This is an optimization exercise on Yosys and OpenROAD, whose aim is small area, a short achievable clock period and few clock cycles, not a production implementation. Function was not checked in any run shown here: the RTL went through the layout flow alone.

## flow/design.v (module list and top-level ports; edited modules follow where they fit)
// module mac_fa: 4 lines
// module mac_ha: 4 lines
// module mac_add: 10 lines
// module mac_inc: 7 lines
// module approx_mac_top: 1781 lines
module approx_mac_top (
    input  wire                         clk,
    input  wire                         arst_n,
    input  wire [33:0]                  cmd,     
    input  wire                         cmd_valid,
    output logic                        cmd_ready,
    output logic [151:0]                result,  
    output logic                        result_valid,
    input  wire                         result_ready
);
  // ...
==> flow/flow/run.sh <==
#!/bin/bash
# The standard layout (the standard.sh, all ORFS steps unchanged), except that the
# port buffers buffer_ports inserts are sky130_fd_sc_hd__buf_1 cells instead of the
# delay buffers it picks by default. Every input and output port still gets a buffer.
set -euo pipefail
export BUFFER_PORTS_ARGS="-buffer_cell sky130_fd_sc_hd__buf_1"
bash standard.sh > standard_flow.log 2>&1
==> flow/standard.sh <==
#!/bin/bash
# synth_recipe.tcl (not shown) runs the flow's synth.tcl, then flattens the netlist and writes it again
# the make line also repeats each setting of config.mk as NAME=value (left out here)
make -C /OpenROAD-flow-scripts/flow DESIGN_CONFIG=/design/flow/config.mk WORK_HOME=/design/flow/orfs CLKGATE_MAP_FILE= SYNTH_SCRIPT=/design/flow/synth_recipe.tcl "${@:-finish}"
==> flow/config.mk <==
export PLATFORM = sky130hd
export DESIGN_NAME = approx_mac_top
export DESIGN_NICKNAME = approx_mac_top
export VERILOG_FILES = /design/flow/design.v
export SDC_FILE = /design/flow/constraint.sdc
export NUM_CORES = 4
export LEC_CHECK = 0
export CAP_MARGIN = 20
export CORE_MARGIN = 2
export CORE_UTILIZATION = 60
export CTS_BUF_LIST = sky130_fd_sc_hd__clkbuf_8
export CTS_CLUSTER_DIAMETER = 60
export CTS_CLUSTER_SIZE = 16
export SETUP_SLACK_MARGIN = 5
export SLEW_MARGIN = 20
export SYNTH_HIERARCHICAL = 1
==> flow/constraint.sdc <==
create_clock -name core_clock -period 9.0 [get_ports {clk}]
set_input_delay 1.8000 -clock core_clock [delete_from_list [all_inputs] [get_ports {clk}]]
set_output_delay 1.8000 -clock core_clock [all_outputs]
set_load 0.01 [all_outputs]
==> reports/metrics.cfg, run 1 <==
[outcome]
status = timing/DRC/antenna clean

[cts]
cts_sinks = 268
cts_tree = done
cts_buffer_depth = 3
htreeDepth = 1
post_cts_buffers = 65
root_buffer = clkbuf_8
clk-insertion-delay-late_ps = 690

[grt]
grt_overflow = 0
grt_pass1_wl_mm = 107
grt_start_max_net_pins = 86
grt_pass1_vias = 20003

[final_layout]
syn2layout_area_growth_pct = 16.8
largest_reg_flops = 62
layout_common_cells = fa_1, nand2_1, buf_1, and2_1, nor2_1
area_share_clock_buf_inv = 0.0257
num-nonclk-inverters = 93
largest_class = multi-input combinational cells
layoutNonFillerInstCount = 3305

[timing]
min_period_ps = 4220
setup_viol = 0
setup_ws_ps = 4780
hold_viol_final = 0
drv_slew = 0
rsz0062_at_grt = true

[setup_path]
cp.required_ps = 9500
critPathTopFamily = compound AO/OA/AOI/OAI gates

[floorplanning]
pin_count = 192
start_util = 0.612
die_area_um2 = 43500

[worst_hold_path]
min_to = err_sum[34]$_DFFE_PN0P_

[place]
portBuffers = 179

==> inputs of run 2 (changes only) <==
--- a/flow/design.v
+++ b/flow/design.v
@@ -35,92 +35,25 @@
 module mac_fa (input wire a, input wire b, input wire c, output logic s, output logic co);
     assign s  = a ^ b ^ c;
     assign co = (a & b) | (a & c) | (b & c);
 endmodule
 module mac_ha (input wire a, input wire b, output logic s, output logic co);
     assign s  = a ^ b;
     assign co = a & b;
 endmodule
-module mac_add #(parameter int W = 8) (
-    input  wire  [W-1:0] a,
-    input  wire  [W-1:0] b,
-    input  wire          ci,
-    output logic [W:0]   s
+module approx_mul_33 (
+    input  wire [16-1:0] x,
+    input  wire [16-1:0] y,
+    input  wire                   ex,
+    output logic [39:0]           ps,
+    output logic [39:0]           pc,
+    output logic [20:0]           es,
+    output logic [20:0]           ec
 );
-    logic [W+1:0] t;
-    assign t = {1'b0, a, 1'b1} + {1'b0, b, ci};
-    assign s = t[W+1:1];
-endmodule
-module mac_inc #(parameter int W = 8) (
-    input  wire  [W-1:0] a,
-    input  wire          ci,
-    output logic [W-1:0] s
-);
-    assign s = a + {{(W-1){1'b0}}, ci};
-endmodule
-`default_nettype wire
-`default_nettype none
-module approx_mac_top (
-    input  wire                         clk,
-    input  wire                         arst_n,
-    input  wire [33:0]                  cmd,     
-    input  wire                         cmd_valid,
-    output logic                        cmd_ready,
-    output logic [151:0]                result,  
-    output logic                        result_valid,
-    input  wire                         result_ready
-);
-    mac_op_pkg::mac_cmd_t         cmd_s;
-    mac_data_pkg::mac_result_t    result_s;
-    assign cmd_s  = cmd;
-    assign result = result_s;
-    logic       a_v;
-    logic [1:0] a_op;
-    logic       go;
-    logic       a_v_nxt;
-    logic       rv_nxt;
-    logic       b_clr;
-    logic       b_apx;
-    logic       b_exa;
-    assign go      = !result_valid || result_ready;
-    assign a_v_nxt = (a_v && !go) || (cmd_valid && cmd_ready);
-    assign rv_nxt  = (result_valid && !result_ready) || (a_v && go && a_op == mac_op_pkg::OP_READ);
-    always_ff @(posedge clk or negedge arst_n) begin
-        if (!arst_n) begin
-            a_v          <= 1'b0;
-            cmd_ready    <= 1'b1;
-            result_valid <= 1'b0;
-            b_clr        <= 1'b0;
-            b_apx        <= 1'b0;
-            b_exa        <= 1'b0;
-        end else begin
-            a_v          <= a_v_nxt;
-            result_valid <= rv_nxt;
-            cmd_ready    <= !(a_v_nxt && rv_nxt);
-            b_clr        <= a_v && go && a_op == mac_op_pkg::OP_CLEAR;
-            b_apx        <= a_v && go && a_op == mac_op_pkg::OP_MAC_APPROX;
-            b_exa        <= a_v && go && a_op == mac_op_pkg::OP_MAC_EXACT;
-        end
-    end
-    logic [16-1:0] x;   
-    logic [16-1:0] y;   
-    logic                   ex;  
-    always_ff @(posedge clk) begin
-        if (cmd_ready) begin
-            a_op <= cmd_s.op;
-            x    <= cmd_s.a;
-            y    <= cmd_s.b;
-        end
-    end
-    assign ex = (a_op == mac_op_pkg::OP_MAC_EXACT);
-    logic signed [40-1:0] acc;
-    logic [39:0]                  acc_s;    
-    logic [39:0]                  acc_c;
-    logic [20:0]                  d;        
     logic pt_w1;
     logic pt_w2;
     logic pt_w3;
     logic pt_w4;
     logic pt_w5;
     logic pt_w6;
     logic pt_w7;
     logic pt_w8;
@@ -974,99 +907,16 @@
     logic et_w170;
     logic et_w171;
     logic et_w172;
     logic et_w173;
     logic et_w174;
     logic et_w175;
     logic et_w176;
     logic et_w177;
-    logic at_w1;
-    logic at_w2;
-    logic at_w3;
-    logic at_w4;
-    logic at_w5;
-    logic at_w6;
-    logic at_w7;
-    logic at_w8;
-    logic at_w9;
-    logic at_w10;
-    logic at_w11;
-    logic at_w12;
-    logic at_w13;
-    logic at_w14;
-    logic at_w15;
-    logic at_w16;
-    logic at_w17;
-    logic at_w18;
-    logic at_w19;
-    logic at_w20;
-    logic at_w21;
-    logic at_w22;
-    logic at_w23;
-    logic at_w24;
-    logic at_w25;
-    logic at_w26;
-    logic at_w27;
-    logic at_w28;
-    logic at_w29;
-    logic at_w30;
-    logic at_w31;
-    logic at_w32;
-    logic at_w33;
-    logic at_w34;
-    logic at_w35;
-    logic at_w36;
-    logic at_w37;
-    logic at_w38;
-    logic at_w39;
-    logic at_w40;
-    logic at_w41;
-    logic at_w42;
-    logic at_w43;
-    logic at_w44;
-    logic at_w45;
-    logic at_w46;
-    logic at_w47;
-    logic at_w48;
-    logic at_w49;
-    logic at_w50;
-    logic at_w51;
-    logic at_w52;
-    logic at_w53;
-    logic at_w54;
-    logic at_w55;
-    logic at_w56;
-    logic at_w57;
-    logic at_w58;
-    logic at_w59;
-    logic at_w60;
-    logic at_w61;
-    logic at_w62;
-    logic at_w63;
-    logic at_w64;
-    logic at_w65;
-    logic at_w66;
-    logic at_w67;
-    logic at_w68;
-    logic at_w69;
-    logic at_w70;
-    logic at_w71;
-    logic at_w72;
-    logic at_w73;
-    logic at_w74;
-    logic at_w75;
-    logic at_w76;
-    logic at_w77;
-    logic at_w78;
-    logic [61:0] pr_q;
-    logic [10:0] er_q;
-    logic [14:0] elo;
-    logic [14:0] elo_q;
-    logic [7:0] ehi;
     assign pt_w3 = (x[6] & y[8]);
     assign pt_w4 = (x[7] & y[7]);
     assign pt_w5 = (x[8] & y[6]);
     mac_fa pt_fa5 (.a(pt_w3), .b(pt_w4), .c(pt_w5), .s(pt_w1), .co(pt_w2));
     assign pt_w8 = (x[9] & y[5]);
     assign pt_w9 = (x[10] & y[4]);
     assign pt_w10 = (x[11] & y[3]);
     mac_fa pt_fa10 (.a(pt_w8), .b(pt_w9), .c(pt_w10), .s(pt_w6), .co(pt_w7));
@@ -1654,189 +1504,124 @@
     mac_fa et_fa167 (.a(et_w119), .b(et_w120), .c(et_w167), .s(et_w165), .co(et_w166));
     mac_fa et_fa169 (.a(et_w121), .b(et_w122), .c(et_w84), .s(et_w168), .co(et_w169));
     assign et_w172 = ~((x[2] & y[14]) ^ (x[3] & y[13]));
     mac_fa et_fa172 (.a(et_w123), .b(et_w124), .c(et_w172), .s(et_w170), .co(et_w171));
     assign et_w175 = ~((x[4] & y[13]) ^ (x[5] & y[12]));
     mac_fa et_fa175 (.a(et_w125), .b(et_w126), .c(et_w175), .s(et_w173), .co(et_w174));
     assign et_w176 = ~(et_w127 ^ ((x[4] & y[13]) ^ (x[5] & y[12])));
     assign et_w177 = et_w127 | ((x[4] & y[13]) ^ (x[5] & y[12]));
-    mac_add #(.W(14)) elo_add (
-        .a  ({et_w161, et_w159, et_w156, et_w153, et_w150, et_w147, et_w145, et_w142, et_w139, et_w136, et_w132, et_w130, et_w129, 1'b1}),
-        .b  ({et_w162, et_w160, et_w158, et_w155, et_w152, et_w149, et_w146, et_w144, et_w141, et_w138, et_w135, et_w131, ~(x[1] & y[0]), ~(x[0] & y[0])}),
-        .ci (1'b0),
-        .s  (elo)
-    );
+    assign ps = {1'b1, 1'b1, 1'b1, 1'b1, 1'b1, 1'b1, 1'b1, 1'b1, pt_w685, pt_w682, pt_w679, pt_w677, pt_w675, pt_w673, pt_w671, pt_w669, pt_w667, pt_w665, pt_w663, pt_w661, pt_w659, pt_w657, pt_w655, pt_w653, pt_w651, pt_w649, pt_w647, pt_w645, pt_w643, pt_w641, pt_w639, pt_w637, pt_w635, pt_w632, pt_w629, pt_w625, pt_w621, pt_w620, ((x[0] & y[1]) & ex), ((x[0] & y[0]) & ex)};
+    assign pc = {1'b0, 1'b0, 1'b0, 1'b0, 1'b0, 1'b0, 1'b0, 1'b0, 1'b1, pt_w684, pt_w681, pt_w678, pt_w676, pt_w674, pt_w672, pt_w670, pt_w668, pt_w666, pt_w664, pt_w662, pt_w660, pt_w658, pt_w656, pt_w654, pt_w652, pt_w650, pt_w648, pt_w646, pt_w644, pt_w642, pt_w640, pt_w638, pt_w636, pt_w634, pt_w631, pt_w628, pt_w624, ((x[2] & y[0]) & ex), ((x[1] & y[0]) & ex), 1'b0};
+    assign es = {1'b1, et_w177, et_w174, et_w171, et_w169, et_w166, et_w163, et_w161, et_w159, et_w156, et_w153, et_w150, et_w147, et_w145, et_w142, et_w139, et_w136, et_w132, et_w130, et_w129, 1'b1};
+    assign ec = {1'b0, 1'b0, et_w176, et_w173, et_w170, et_w168, et_w165, et_w162, et_w160, et_w158, et_w155, et_w152, et_w149, et_w146, et_w144, et_w141, et_w138, et_w135, et_w131, ~(x[1] & y[0]), ~(x[0] & y[0])};
+endmodule
+`default_nettype wire
+`default_nettype none
+module approx_mac_top (
+    input  wire                         clk,
+    input  wire                         arst_n,
+    input  wire [33:0]                  cmd,     
+    input  wire                         cmd_valid,
+    output logic                        cmd_ready,
+    output logic [151:0]                result,  
+    output logic                        result_valid,
+    input  wire                         result_ready
+);
+    mac_op_pkg::mac_cmd_t         cmd_s;
+    mac_data_pkg::mac_result_t    result_s;
+    assign cmd_s  = cmd;
+    assign result = result_s;
+    logic       a_v;
+    logic [1:0] a_op;
+    logic       go;
+    logic       a_v_nxt;
+    logic       rv_nxt;
+    logic       b_clr;
+    logic       b_apx;
+    logic       b_exa;
+    assign go      = !result_valid || result_ready;
+    assign a_v_nxt = (a_v && !go) || (cmd_valid && cmd_ready);
+    assign rv_nxt  = (result_valid && !result_ready) || (a_v && go && a_op == mac_op_pkg::OP_READ);
+    always_ff @(posedge clk or negedge arst_n) begin
+        if (!arst_n) begin
+            a_v          <= 1'b0;
+            cmd_ready    <= 1'b1;
+            result_valid <= 1'b0;
+            b_clr        <= 1'b0;
+            b_apx        <= 1'b0;
+            b_exa        <= 1'b0;
+        end else begin
+            a_v          <= a_v_nxt;
+            result_valid <= rv_nxt;
+            cmd_ready    <= !(a_v_nxt && rv_nxt);
+            b_clr        <= a_v && go && a_op == mac_op_pkg::OP_CLEAR;
+            b_apx        <= a_v && go && a_op == mac_op_pkg::OP_MAC_APPROX;
+            b_exa        <= a_v && go && a_op == mac_op_pkg::OP_MAC_EXACT;
+        end
+    end
+    logic [16-1:0] a_q;
+    logic [16-1:0] b_q;
     always_ff @(posedge clk) begin
-        elo_q <= elo;
-        pr_q[0] <= ((x[0] & y[0]) & ex);
-        pr_q[1] <= ((x[0] & y[1]) & ex);
-        pr_q[2] <= ((x[1] & y[0]) & ex);
-        pr_q[3] <= pt_w620;
-        pr_q[4] <= ((x[2] & y[0]) & ex);
-        pr_q[5] <= pt_w621;
-        pr_q[6] <= pt_w624;
-        pr_q[7] <= pt_w625;
-        pr_q[8] <= pt_w628;
-        pr_q[9] <= pt_w629;
-        pr_q[10] <= pt_w631;
-        pr_q[11] <= pt_w632;
-        pr_q[12] <= pt_w634;
-        pr_q[13] <= pt_w635;
-        pr_q[14] <= pt_w636;
-        pr_q[15] <= pt_w637;
-        pr_q[16] <= pt_w638;
-        pr_q[17] <= pt_w639;
-        pr_q[18] <= pt_w640;
-        pr_q[19] <= pt_w641;
-        pr_q[20] <= pt_w642;
-        pr_q[21] <= pt_w643;
-        pr_q[22] <= pt_w644;
-        pr_q[23] <= pt_w645;
-        pr_q[24] <= pt_w646;
-        pr_q[25] <= pt_w647;
-        pr_q[26] <= pt_w648;
-        pr_q[27] <= pt_w649;
-        pr_q[28] <= pt_w650;
-        pr_q[29] <= pt_w651;
-        pr_q[30] <= pt_w652;
-        pr_q[31] <= pt_w653;
-        pr_q[32] <= pt_w654;
-        pr_q[33] <= pt_w655;
-        pr_q[34] <= pt_w656;
-        pr_q[35] <= pt_w657;
-        pr_q[36] <= pt_w658;
-        pr_q[37] <= pt_w659;
-        pr_q[38] <= pt_w660;
-        pr_q[39] <= pt_w661;
-        pr_q[40] <= pt_w662;
-        pr_q[41] <= pt_w663;
-        pr_q[42] <= pt_w664;
-        pr_q[43] <= pt_w665;
-        pr_q[44] <= pt_w666;
-        pr_q[45] <= pt_w667;
-        pr_q[46] <= pt_w668;
-        pr_q[47] <= pt_w669;
-        pr_q[48] <= pt_w670;
-        pr_q[49] <= pt_w671;
-        pr_q[50] <= pt_w672;
-        pr_q[51] <= pt_w673;
-        pr_q[52] <= pt_w674;
-        pr_q[53] <= pt_w675;
-        pr_q[54] <= pt_w676;
-        pr_q[55] <= pt_w677;
-        pr_q[56] <= pt_w678;
-        pr_q[57] <= pt_w679;
-        pr_q[58] <= pt_w681;
-        pr_q[59] <= pt_w682;
-        pr_q[60] <= pt_w684;
-        pr_q[61] <= pt_w685;
-        er_q[0] <= et_w163;
-        er_q[1] <= et_w165;
-        er_q[2] <= et_w166;
-        er_q[3] <= et_w168;
-        er_q[4] <= et_w169;
-        er_q[5] <= et_w170;
-        er_q[6] <= et_w171;
-        er_q[7] <= et_w173;
-        er_q[8] <= et_w174;
-        er_q[9] <= et_w176;
-        er_q[10] <= et_w177;
+        if (cmd_ready) begin
+            a_op <= cmd_s.op;
+            a_q  <= cmd_s.a;
+            b_q  <= cmd_s.b;
+        end
     end
-    mac_ha at_ha2 (.a(acc[1]), .b(pr_q[1]), .s(at_w1), .co(at_w2));
-    mac_fa at_fa4 (.a(acc[2]), .b(pr_q[3]), .c(pr_q[4]), .s(at_w3), .co(at_w4));
-    mac_fa at_fa6 (.a(acc[3]), .b(pr_q[5]), .c(pr_q[6]), .s(at_w5), .co(at_w6));
-    mac_fa at_fa8 (.a(acc[4]), .b(pr_q[7]), .c(pr_q[8]), .s(at_w7), .co(at_w8));
-    mac_fa at_fa10 (.a(acc[5]), .b(pr_q[9]), .c(pr_q[10]), .s(at_w9), .co(at_w10));
-    mac_fa at_fa12 (.a(acc[6]), .b(pr_q[11]), .c(pr_q[12]), .s(at_w11), .co(at_w12));
-    mac_fa at_fa14 (.a(acc[7]), .b(pr_q[13]), .c(pr_q[14]), .s(at_w13), .co(at_w14));
-    mac_fa at_fa16 (.a(acc[8]), .b(pr_q[15]), .c(pr_q[16]), .s(at_w15), .co(at_w16));
-    mac_fa at_fa18 (.a(acc[9]), .b(pr_q[17]), .c(pr_q[18]), .s(at_w17), .co(at_w18));
-    mac_fa at_fa20 (.a(acc[10]), .b(pr_q[19]), .c(pr_q[20]), .s(at_w19), .co(at_w20));
-    mac_fa at_fa22 (.a(acc[11]), .b(pr_q[21]), .c(pr_q[22]), .s(at_w21), .co(at_w22));
-    mac_fa at_fa24 (.a(acc[12]), .b(pr_q[23]), .c(pr_q[24]), .s(at_w23), .co(at_w24));
-    mac_fa at_fa26 (.a(acc[13]), .b(pr_q[25]), .c(pr_q[26]), .s(at_w25), .co(at_w26));
-    mac_fa at_fa28 (.a(acc[14]), .b(pr_q[27]), .c(pr_q[28]), .s(at_w27), .co(at_w28));
-    mac_fa at_fa30 (.a(acc[15]), .b(pr_q[29]), .c(pr_q[30]), .s(at_w29), .co(at_w30));
-    mac_fa at_fa32 (.a(acc[16]), .b(pr_q[31]), .c(pr_q[32]), .s(at_w31), .co(at_w32));
-    mac_fa at_fa34 (.a(acc[17]), .b(pr_q[33]), .c(pr_q[34]), .s(at_w33), .co(at_w34));
-    mac_fa at_fa36 (.a(acc[18]), .b(pr_q[35]), .c(pr_q[36]), .s(at_w35), .co(at_w36));
-    mac_fa at_fa38 (.a(acc[19]), .b(pr_q[37]), .c(pr_q[38]), .s(at_w37), .co(at_w38));
-    mac_fa at_fa40 (.a(acc[20]), .b(pr_q[39]), .c(pr_q[40]), .s(at_w39), .co(at_w40));
-    mac_fa at_fa42 (.a(acc[21]), .b(pr_q[41]), .c(pr_q[42]), .s(at_w41), .co(at_w42));
-    mac_fa at_fa44 (.a(acc[22]), .b(pr_q[43]), .c(pr_q[44]), .s(at_w43), .co(at_w44));
-    mac_fa at_fa46 (.a(acc[23]), .b(pr_q[45]), .c(pr_q[46]), .s(at_w45), .co(at_w46));
-    mac_fa at_fa48 (.a(acc[24]), .b(pr_q[47]), .c(pr_q[48]), .s(at_w47), .co(at_w48));
-    mac_fa at_fa50 (.a(acc[25]), .b(pr_q[49]), .c(pr_q[50]), .s(at_w49), .co(at_w50));
-    mac_fa at_fa52 (.a(acc[26]), .b(pr_q[51]), .c(pr_q[52]), .s(at_w51), .co(at_w52));
-    mac_fa at_fa54 (.a(acc[27]), .b(pr_q[53]), .c(pr_q[54]), .s(at_w53), .co(at_w54));
-    mac_fa at_fa56 (.a(acc[28]), .b(pr_q[55]), .c(pr_q[56]), .s(at_w55), .co(at_w56));
-    mac_fa at_fa58 (.a(acc[29]), .b(pr_q[57]), .c(pr_q[58]), .s(at_w57), .co(at_w58));
-    mac_fa at_fa60 (.a(acc[30]), .b(pr_q[59]), .c(pr_q[60]), .s(at_w59), .co(at_w60));
-    assign at_w61 = ~(acc[31] ^ pr_q[61]);
-    assign at_w62 = acc[31] | pr_q[61];
-    assign at_w63 = ~acc[32];
-    assign at_w64 = acc[32];
-    assign at_w65 = ~acc[33];
-    assign at_w66 = acc[33];
-    assign at_w67 = ~acc[34];
-    assign at_w68 = acc[34];
-    assign at_w69 = ~acc[35];
-    assign at_w70 = acc[35];
-    assign at_w71 = ~acc[36];
-    assign at_w72 = acc[36];
-    assign at_w73 = ~acc[37];
-    assign at_w74 = acc[37];
-    assign at_w75 = ~acc[38];
-    assign at_w76 = acc[38];
-    assign at_w77 = ~acc[39];
-    assign at_w78 = acc[39];
-    assign acc_s = {at_w76, at_w74, at_w72, at_w70, at_w68, at_w66, at_w64, at_w62, at_w60, at_w58, at_w56, at_w54, at_w52, at_w50, at_w48, at_w46, at_w44, at_w42, at_w40, at_w38, at_w36, at_w34, at_w32, at_w30, at_w28, at_w26, at_w24, at_w22, at_w20, at_w18, at_w16, at_w14, at_w12, at_w10, at_w8, at_w6, at_w4, at_w2, at_w1, acc[0]};
-    assign acc_c = {at_w77, at_w75, at_w73, at_w71, at_w69, at_w67, at_w65, at_w63, at_w61, at_w59, at_w57, at_w55, at_w53, at_w51, at_w49, at_w47, at_w45, at_w43, at_w41, at_w39, at_w37, at_w35, at_w33, at_w31, at_w29, at_w27, at_w25, at_w23, at_w21, at_w19, at_w17, at_w15, at_w13, at_w11, at_w9, at_w7, at_w5, at_w3, pr_q[2], pr_q[0]};
-    mac_add #(.W(7)) ehi_add (
-        .a  ({1'b1, er_q[10], er_q[8], er_q[6], er_q[4], er_q[2], er_q[0]}),
-        .b  ({1'b0, 1'b0, er_q[9], er_q[7], er_q[5], er_q[3], er_q[1]}),
-        .ci (elo_q[14]),
-        .s  (ehi)
+    logic [39:0] ps;
+    logic [39:0] pc;
+    logic [20:0] es;
+    logic [20:0] ec;
+    logic [39:0] ps_q;
+    logic [39:0] pc_q;
+    logic [20:0] es_q;
+    logic [20:0] ec_q;
+    approx_mul_33 approx_mul_33_i (
+        .x  (a_q),
+        .y  (b_q),
+        .ex (a_op == mac_op_pkg::OP_MAC_EXACT),
+        .ps (ps),
+        .pc (pc),
+        .es (es),
+        .ec (ec)
     );
-    assign d = {ehi[6:0], elo_q[13:0]};
-    logic [48-1:0]  err_sum;
-    logic [19:0]            max_q;
-    logic [32-1:0] approx_cnt;
-    logic                   neg;
-    logic [19:0]            d_inv;    
-    logic [19:0]            abs_err;  
-    logic [48:0]            sum_nxt;
-    logic [20:0]            cmp;      
-    logic [40:0]            acc_nxt;
-    logic [31:0]            cnt_nxt;
-    assign neg     = d[20];
-    assign d_inv   = d[19:0] ^ {20{neg}};
-    mac_inc #(.W(20)) abs_inc (.a(d_inv), .ci(neg), .s(abs_err));
-    mac_add #(.W(48)) sum_add (.a(err_sum), .b({28'b0, d_inv}), .ci(neg), .s(sum_nxt));
-    mac_add #(.W(20)) cmp_add (.a(d_inv), .b(~max_q), .ci(neg), .s(cmp));
-    mac_add #(.W(40)) acc_add (.a(acc_s), .b(acc_c), .ci(1'b0), .s(acc_nxt));
-    mac_inc #(.W(32)) cnt_inc (.a(approx_cnt), .ci(1'b1), .s(cnt_nxt));
+    always_ff @(posedge clk) begin
+        ps_q <= ps;
+        pc_q <= pc;
+        es_q <= es;
+        ec_q <= ec;
+    end
+    logic signed [40-1:0] acc;
+    logic [48-1:0]        err_sum;
+    logic [19:0]                  max_q;
+    logic [32-1:0]       approx_cnt;
+    logic [20:0]                  d_pos;    
+    logic [20:0]                  d_neg;    
+    logic [19:0]                  abs_err;  
+    assign d_pos   = es_q + ec_q;
+    assign d_neg   = ~es_q + ~ec_q + 21'd2;
+    assign abs_err = d_pos[20] ? d_neg[19:0] : d_pos[19:0];
     always_ff @(posedge clk or negedge arst_n) begin
         if (!arst_n) begin
             acc        <= '0;
             err_sum    <= '0;
             max_q      <= '0;
             approx_cnt <= '0;
         end else if (b_clr) begin
             acc        <= '0;
             err_sum    <= '0;
             max_q      <= '0;
             approx_cnt <= '0;
         end else begin
-            if (b_apx || b_exa) acc <= acc_nxt[39:0];  
+            if (b_apx || b_exa) acc <= acc + ps_q + pc_q;  
             if (b_apx) begin
-                err_sum    <= sum_nxt[47:0];
-                approx_cnt <= cnt_nxt;
-                if (cmp[20]) max_q <= abs_err;
+                err_sum    <= err_sum + {28'b0, abs_err};
+                approx_cnt <= approx_cnt + 1'b1;
+                if (abs_err > max_q) max_q <= abs_err;
             end
         end
     end
     assign result_s.acc        = acc;
     assign result_s.err_sum    = err_sum;
     assign result_s.err_max    = {12'b0, max_q};
     assign result_s.approx_cnt = approx_cnt;
 endmodule
==> flow/run.sh (new file) <==
#!/bin/bash
# synth_recipe.tcl (not shown) runs the flow's synth.tcl, then flattens the netlist and writes it again
# the make line also repeats each setting of config.mk as NAME=value (left out here)
make -C /OpenROAD-flow-scripts/flow DESIGN_CONFIG=/design/flow/config.mk WORK_HOME=/design/flow/orfs CLKGATE_MAP_FILE= SYNTH_SCRIPT=/design/flow/synth_recipe.tcl finish
==> flow/config.mk (replaced) <==
export PLATFORM = sky130hd
export DESIGN_NAME = approx_mac_top
export DESIGN_NICKNAME = approx_mac_top
export VERILOG_FILES = /design/flow/design.v
export SDC_FILE = /design/flow/constraint.sdc
export NUM_CORES = 4
export LEC_CHECK = 0
export CAP_MARGIN = 20
export CORE_MARGIN = 2
export CORE_UTILIZATION = 40
export SLEW_MARGIN = 20
export SYNTH_HIERARCHICAL = 1
removed: flow/flow/run.sh
removed: flow/standard.sh
==> reports/metrics.cfg, run 2 <==
[place]
hpwl_mm = 45.6  ; was 47.4 mm
portBuffers = 179  ; unchanged
gp_congestion = 0.919  ; was 0.921

[outcome]
status = timing/DRC/antenna clean  ; unchanged

[grt]
grt_overflow = 0  ; unchanged
grt_start_max_net_pins = 76  ; was 86
grt_pass1_vias = 18319  ; was 20003
grt_pass1_wl_mm = 99.2  ; was 107 mm
antenna_found_initial = 1  ; was 0
grtUsageTotal = 0.193  ; was 0.308

[final_layout]
syn2layout_area_growth_pct = 12.2  ; was 16.8%
largest_reg_flops = 48  ; was 62
diodes = 0  ; was 2
drive_gt1_frac = 0.0469  ; was 0.156
layout_common_cells = fa_1, nand2_1, and2_1, ha_1, clkdlybuf4s50_1  ; was fa_1, nand2_1, buf_1, and2_1, nor2_1
layout_commonest_cell = fa_1  ; unchanged
regMostFlops = err_sum  ; was pr_q
fin_nets = 3011  ; was 3238

[cts]
cts_buffer_depth = 3  ; unchanged
cts_tree = done  ; unchanged
root_buffer = clkbuf_16  ; was clkbuf_8
cts_buffers = 39  ; was 31
clk-insertion-delay-late_ps = 570  ; was 690 ps
cts_resized = 0  ; was 89
htreeDepth = 2  ; was 1
clk_pin_slew_ps = 60  ; was 90 ps
cts_sinks = 302  ; was 268
post_cts_buffers = 0  ; was 65
holdBufCountCts = 0  ; unchanged

[detailed_routing]
drc = 0  ; unchanged
detail-route-antenna-nets = 0  ; unchanged
vias = 17641  ; was 19460
drtIter0Drc = 983  ; was 1438
wire_per_inst_um = 18.1  ; was 20.4 um
wirelength_mm = 61.3  ; was 67.3 mm
viasPerCell = 5.23  ; was 5.89
drt_pass1_iterations = 5  ; unchanged

[timing]
fin_tns_setup_ps = 0  ; unchanged
finClkSkew_ps = 32.8  ; was 43.0 ps
period_share = 0.664  ; was 0.469
fmax_ghz = 0.167  ; was 0.237 GHz
relSlewSlack = 0.281  ; was 0.342
setup_viol = 0  ; unchanged
min_period_ps = 5970  ; was 4220 ps
holdWs_ps = 493  ; was 566 ps
drv_slew = 0  ; unchanged
hold_viol_final = 0  ; unchanged
worstMarginPinSlew_ps = 1080  ; was 987 ps
rsz0062_at_grt = false  ; was true

[synthesis]
synth_cell_type_count = 92
yosysMostFrequentCell = fa_1
synthAdderAreaFrac = 0.316
postSynthCellCount = 2465  ; was 2503
muxShareOfSynthArea = 0.0166
yosys.area_share.simple = 0.161
yosysTopAreaCell = fa_1
ys.warnings.count = 7  ; unchanged
synth_xor_area_frac = 0.0435
async_flop_share = 0.483
yosysSeqAreaShare = 0.285
ys.flop_type = dfrtp_1
synth_area_um2 = 25000  ; was 25100 um^2
synth-compound-area-share = 0.103
synth_seq_cells = 302
yosysTopAreaCellShare = 0.222
synth_edf_count = 34
yosys-top-cells-count = fa_1, nand2_1, and2_1, ha_1, dfrtp_1
synth_top_family_by_area = adder cells
synth_area_leaders = fa_1, dfrtp_1, dfxtp_1
avgSynthCellArea_um2 = 10.1  ; was 10.0 um^2

[setup_path]
path_max_fanout = 24  ; was 7
start_kind = flop  ; unchanged
end_kind = flop  ; unchanged
r2r-start = es_q[1]$_DFF_P_  ; was er_q[6]$_DFF_P_
path_class = flop to flop  ; unchanged
cp.required_ps = 9460  ; was 9500 ps
critPathLaunch = es_q[1]$_DFF_P_  ; was er_q[6]$_DFF_P_
cp.arrival_ps = 6430  ; was 4720 ps

[floorplanning]
core_area_um2 = 61700  ; was 41000 um^2
die_width_um = 254  ; was 208 um
fp.dieH_um = 254  ; was 208 um
start_util = 0.405  ; was 0.612
rows = 91  ; was 74
pin_count = 192  ; unchanged
die_area_um2 = 64600  ; was 43500 um^2

[worst_hold_path]
hold_start = a_op[1]$_DFFE_PP_  ; was err_sum[34]$_DFFE_PN0P_
holdCritPathClass = flop to flop  ; unchanged

[job]
maxCapViolCount = 0  ; unchanged

-- run 2: cells by family after synthesis --
group | Yosys count
adder cells (fa/ha/maj) | 464
AND/OR/NAND/NOR | 787
AO/OA/AOI/OAI | 391
XOR/XNOR | 122
multiplexers | 41
buffers and inverters | 355
other | 3
flip-flops | 302
-- run 2: path summary, 6_finish.rpt --
path | end | slack [ps] | cells after the start
worst max-delay path | max_q[13]$_DFFE_PN0P_ | 3030 | 21
worst min-delay path | b_apx$_DFF_PN0_ | 490 | 1
worst max register to register | max_q[13]$_DFFE_PN0P_ | 3030 | 21
max in group asynchronous | max_q[11]$_DFFE_PN0P_ | 6540 | 2
min in group asynchronous | acc[35]$_DFFE_PN0P_ | 1280 | 1
worst min register to register | b_apx$_DFF_PN0_ | 490 | 1
-- run 2: cell type report --
type | instances | area, um^2
Clock buffer | 59 | 1180
Tap cell | 837 | 1050
Timing Repair Buffer | 195 | 1920
Clock inverter | 12 | 138
Multi-Input combinational cell | 1839 | 16200
Inverter | 132 | 495
Fill cell | 5838 | 33600
Sequential cell | 302 | 7120
-- run 2: layer usage --
| layer | vias up | global-route usage | share of wire |
|---|---|---|---|
| met5 | - | 0 | 0.00021 |
| met4 | 2 | 0.0449 | 0.019 |
| met3 | 80 | 0.0248 | 0.045 |
| met2 | 432 | 0.324 | 0.47 |
| met1 | 8918 | 0.264 | 0.46 |
| li1 | 8209 | - | - |
-- run 2: metrics by stage --
step	worst slack, ps	area [um^2]	std cells	utilization
after floorplan	4070	25100	2496	-
after global placement	3210	26700	3305	0.433
after detailed placement	3080	26700	3305	0.433
after CTS	3030	28100	3376	0.455
after global routing	2680	28100	3376	0.455
final	3030	28100	3376	0.455
-- run 2: critical path, cell delays in order, from the launching register on --
cell	delay (ps)
dfxtp_1	330
ha_1	320
inv_1	50
ha_1	230
fa_1	420
a21oi_1	230
o211ai_2	160
a31o_1	250
a221o_1	410
a21o_1	210
a211o_1	280
nand3_1	100
nand2_1	120
ha_1	350
and3_1	200
a221o_1	310
a221oi_1	520
nor4b_1	510
a211oi_4	130
buf_4	270
and4b_1	240
a211o_1	220
-- run 2: per-module statistics from Yosys (local to each module, per instance) --
module / cells / times used
approx_mac_top: 1650 / 1
approx_mul_33: 549 / 1
mac_ha: 1 / 31
mac_fa: 1 / 235
==> inputs of run 3 (changes only) <==
--- a/flow/config.mk
+++ b/flow/config.mk
@@ -8,5 +8,6 @@
 export CAP_MARGIN = 20
 export CORE_MARGIN = 2
 export CORE_UTILIZATION = 40
+export SETUP_SLACK_MARGIN = 5
 export SLEW_MARGIN = 20
 export SYNTH_HIERARCHICAL = 1
==> reports/metrics.cfg, run 3 <==
[detailed_routing]
drt_pass1_iterations = 6  ; was 5
vias = 18260  ; was 17641
drc = 0  ; unchanged
viasPerCell = 5.22  ; was 5.23
detail-route-antenna-nets = 0  ; unchanged
wirelength_mm = 63.6  ; was 61.3 mm
wire_per_inst_um = 18.2  ; was 18.1 um
drtIter0Drc = 1090  ; was 983

[setup_path]
r2r-start = es_q[1]$_DFF_P_  ; unchanged
path_common_cell = ha_4  ; was ha_1
slowest_stage = a221o_2  ; was a221oi_1
path_class = flop to flop  ; unchanged
end_kind = flop  ; unchanged
r2r_end = max_q[1]$_DFFE_PN0P_  ; was max_q[13]$_DFFE_PN0P_
worstPathCellList = ha_4 > inv_4 > ha_4 > fa_2 > a21oi_4 > o211ai_2 > a31o_1 > a221o_2 > buf_6 > buf_6 > xor2_2 > mux2_4 > ha_4 > a21o_1 > a221o_1 > a221oi_4 > nor4b_4 > a211oi_4 > buf_12 > buf_12 > mux2i_1 > nor2_1  ; was ha_1 > inv_1 > ha_1 > fa_1 > a21oi_1 > o211ai_2 > a31o_1 > a221o_1 > a21o_1 > a211o_1 > nand3_1 > nand2_1 > ha_1 > and3_1 > a221o_1 > a221oi_1 > nor4b_1 > a211oi_4 > buf_4 > and4b_1 > a211o_1
reg2reg_depth = 22  ; was 21
cp.required_ps = 9420  ; was 9460 ps
r2r_slack_ps = 4160  ; was 3030 ps
critPathLaunch = es_q[1]$_DFF_P_  ; unchanged
start_kind = flop  ; unchanged
path_max_fanout = 8  ; was 24
cp.arrival_ps = 5270  ; was 6430 ps
endpoint = max_q[1]$_DFFE_PN0P_  ; was max_q[13]$_DFFE_PN0P_
slowest_delay_ps = 400  ; was 520 ps

[timing]
worstMarginPinSlew_ps = 935  ; was 1080 ps
rsz0062_at_grt = true  ; was false
holdWs_ps = 486  ; was 493 ps
hold_viol_final = 0  ; unchanged
min_period_ps = 4840  ; was 5970 ps
period_share = 0.538  ; was 0.664
setup_ws_ps = 4160  ; was 3030 ps
finClkSkew_ps = 26.8  ; was 32.8 ps
fin_tns_setup_ps = 0  ; unchanged
relSlewSlack = 0.377  ; was 0.281
fmax_ghz = 0.206  ; was 0.167 GHz
setup_viol = 0  ; unchanged
drv_slew = 0  ; unchanged

[floorplanning]
die_width_um = 254  ; unchanged
core_area_um2 = 61700  ; unchanged
start_util = 0.405  ; unchanged
fp.dieH_um = 254  ; unchanged
die_area_um2 = 64600  ; unchanged
pin_count = 192  ; unchanged
rows = 91  ; unchanged

[synthesis]
yosysTopAreaCell = fa_1  ; unchanged
synth_edf_count = 34  ; unchanged
postSynthCellCount = 2465  ; unchanged
synth_area_leaders = fa_1, dfrtp_1, dfxtp_1  ; unchanged
async_flop_share = 0.483  ; unchanged
synth_cell_type_count = 92  ; unchanged
yosysMostFrequentCell = fa_1  ; unchanged
ys.flop_type = dfrtp_1  ; unchanged
yosys-top-cells-count = fa_1, nand2_1, and2_1, ha_1, dfrtp_1  ; unchanged
synth_area_um2 = 25000  ; unchanged
synth_seq_cells = 302  ; unchanged
yosysSeqAreaShare = 0.285  ; unchanged
yosysTopAreaCellShare = 0.222  ; unchanged
ys.warnings.count = 7  ; unchanged
avgSynthCellArea_um2 = 10.1  ; unchanged

[grt]
antenna_found_initial = 1  ; unchanged
grt_overflow = 0  ; unchanged
grtUsageTotal = 0.200  ; was 0.193
grt_start_max_net_pins = 91  ; was 76
grt_pass1_vias = 18969  ; was 18319
grt_pass1_wl_mm = 102  ; was 99.2 mm

[cts]
cts_tree = done  ; unchanged
clk-insertion-delay-late_ps = 570  ; about the same
cts_buffer_depth = 3  ; unchanged
cts_buffers = 39  ; unchanged
holdBufCountCts = 0  ; unchanged
clk_pin_slew_ps = 60  ; about the same
root_buffer = clkbuf_16  ; unchanged
cts_sinks = 302  ; unchanged
htreeDepth = 2  ; unchanged

[place]
gp_congestion = 0.878  ; was 0.919
hpwl_mm = 45.7  ; was 45.6 mm
dpl_worst_slack_ps = 3530  ; was 3080 ps
placed_cell_area_um2 = 27000  ; was 26700 um^2
portBuffers = 179  ; unchanged

[final_layout]
largest_reg_flops = 48  ; unchanged
fin_nets = 3129  ; was 3011
regMostFlops = err_sum  ; unchanged
drive_gt1_frac = 0.150  ; was 0.0469
final_cell_area_um2 = 30300  ; was 28100 um^2
layout_common_cells = fa_1, nand2_1, and2_1, clkdlybuf4s50_1, ha_1  ; was fa_1, nand2_1, and2_1, ha_1, clkdlybuf4s50_1
final_util = 0.490  ; was 0.455
layout_commonest_cell = fa_1  ; unchanged
syn2layout_area_growth_pct = 21.0  ; was 12.2%

[worst_hold_path]
holdCritPathClass = flop to flop  ; unchanged

[job]
maxCapViolCount = 0  ; unchanged

[outcome]
status = timing/DRC/antenna clean  ; unchanged

-- run 3: cell types whose count changed in the layout (fill, tap and decap cells not counted), sizes merged --
cell    before  now
clkinv       8   12
inv        133  139
a21oi      101  102
bufinv       1    3
clkbuf      59   49
buf         17  133
diode        0    1
-- run 3: kinds of logic after synthesis --
logic type,Yosys count,synth area share
simple gates,787,0.161
fa+ha+maj,464,0.316
compound gates,391,0.103
buf+inv,355,0.0747
flops,302,0.285
xor+xnor,122,0.0435
mux,41,0.0166
other cells,3,0.000450
-- run 3: worst min-delay path by stage --
stage | start | cells past startpoint | slack (ps) | endpoint
2_1_floorplan | a_op[0]$_DFFE_PP_ | 1 | 450 | b_clr$_DFF_PN0_
3_3_place_gp | a_op[1]$_DFFE_PP_ | 1 | 480 | b_clr$_DFF_PN0_
3_5_place_dp | a_op[1]$_DFFE_PP_ | 1 | 480 | b_apx$_DFF_PN0_
4_1_cts | a_op[1]$_DFFE_PP_ | 1 | 490 | b_apx$_DFF_PN0_
5_1_grt | a_op[1]$_DFFE_PP_ | 1 | 530 | b_apx$_DFF_PN0_
6_report | a_op[1]$_DFFE_PP_ | 1 | 490 | b_apx$_DFF_PN0_
-- run 3: stage by stage --
stage / instances
4_1_cts: 3455
3_5_place_dp: 3307
3_3_place_gp: 3307
5_1_grt: 3495
2_1_floorplan: 2496
6_report: 3496
-- run 3: Yosys stat by module (local to each module, per instance) --
module | cell area (um^2) | copies in the design
approx_mul_33 | 3330 | 1
mac_ha | 12.5 | 31
approx_mac_top | 16600 | 1
mac_fa | 20.0 | 235
-- run 3: area by class of cell --
type                            instances  area, um^2
Sequential cell                       302        7130
Antenna cell                            1        2.50
Clock inverter                         24         235
Clock buffer                           48        1070
Fill cell                            5586       31500
Tap cell                              837        1050
Multi-Input combinational cell       1840       17300
Inverter                              132         498
Timing Repair Buffer                  312        3020
-- run 3: critical path: cells and delay by family (launching register included) --
| family | cells | cell delay, ps |
|---|---|---|
| AO/OA/AOI/OAI | 8 | 1740 |
| XOR/XNOR | 1 | 140 |
| adder cells (fa/ha/maj) | 4 | 1050 |
| buffers and inverters | 5 | 560 |
| flip-flops | 1 | 350 |
| multiplexers | 2 | 470 |
| AND/OR/NAND/NOR | 2 | 360 |
-- run 3: per-layer routing --
layer  share of wire  wire length [um]  GRT usage
met5         0.00020                13          0
met4           0.023              1470     0.0565
met3           0.055              3530     0.0306
met2            0.47             30200      0.330
met1            0.45             28400      0.271
-- run 3: timing repair --
action                     CTS  global route
setup endpoints to repair   80            79
buffers inserted            74            39
resized for setup          112            78
pin swaps                   63            57
gates cloned                 2             1

[re-timing with driven ports]
How much do the figures lean on ideal ports? The routed layouts below were timed once more, with nothing changed but the port constraints.
Step 1, drivers: a clkbuf_16 drives clk and a buf_2 each remaining input, both assumed.
Step 2, shift: input delay + t, output delay - t, t = (earliest + latest rising clock arrival at the registers) / 2. This alone moves slack from input paths to output paths.
Three values: no drivers, after step 1, after step 2; two values: the first two.
run	shift t [ns]	setup slack, ns	cell pins on the clock port's net
run 1	0.726	4.778 / 4.778 / 4.778	1
run 2	0.610	3.027 / 3.027 / 3.027	1
run 3	0.615	4.155 / 4.155 / 4.155	1
After both steps setup and hold are still met in every run listed.
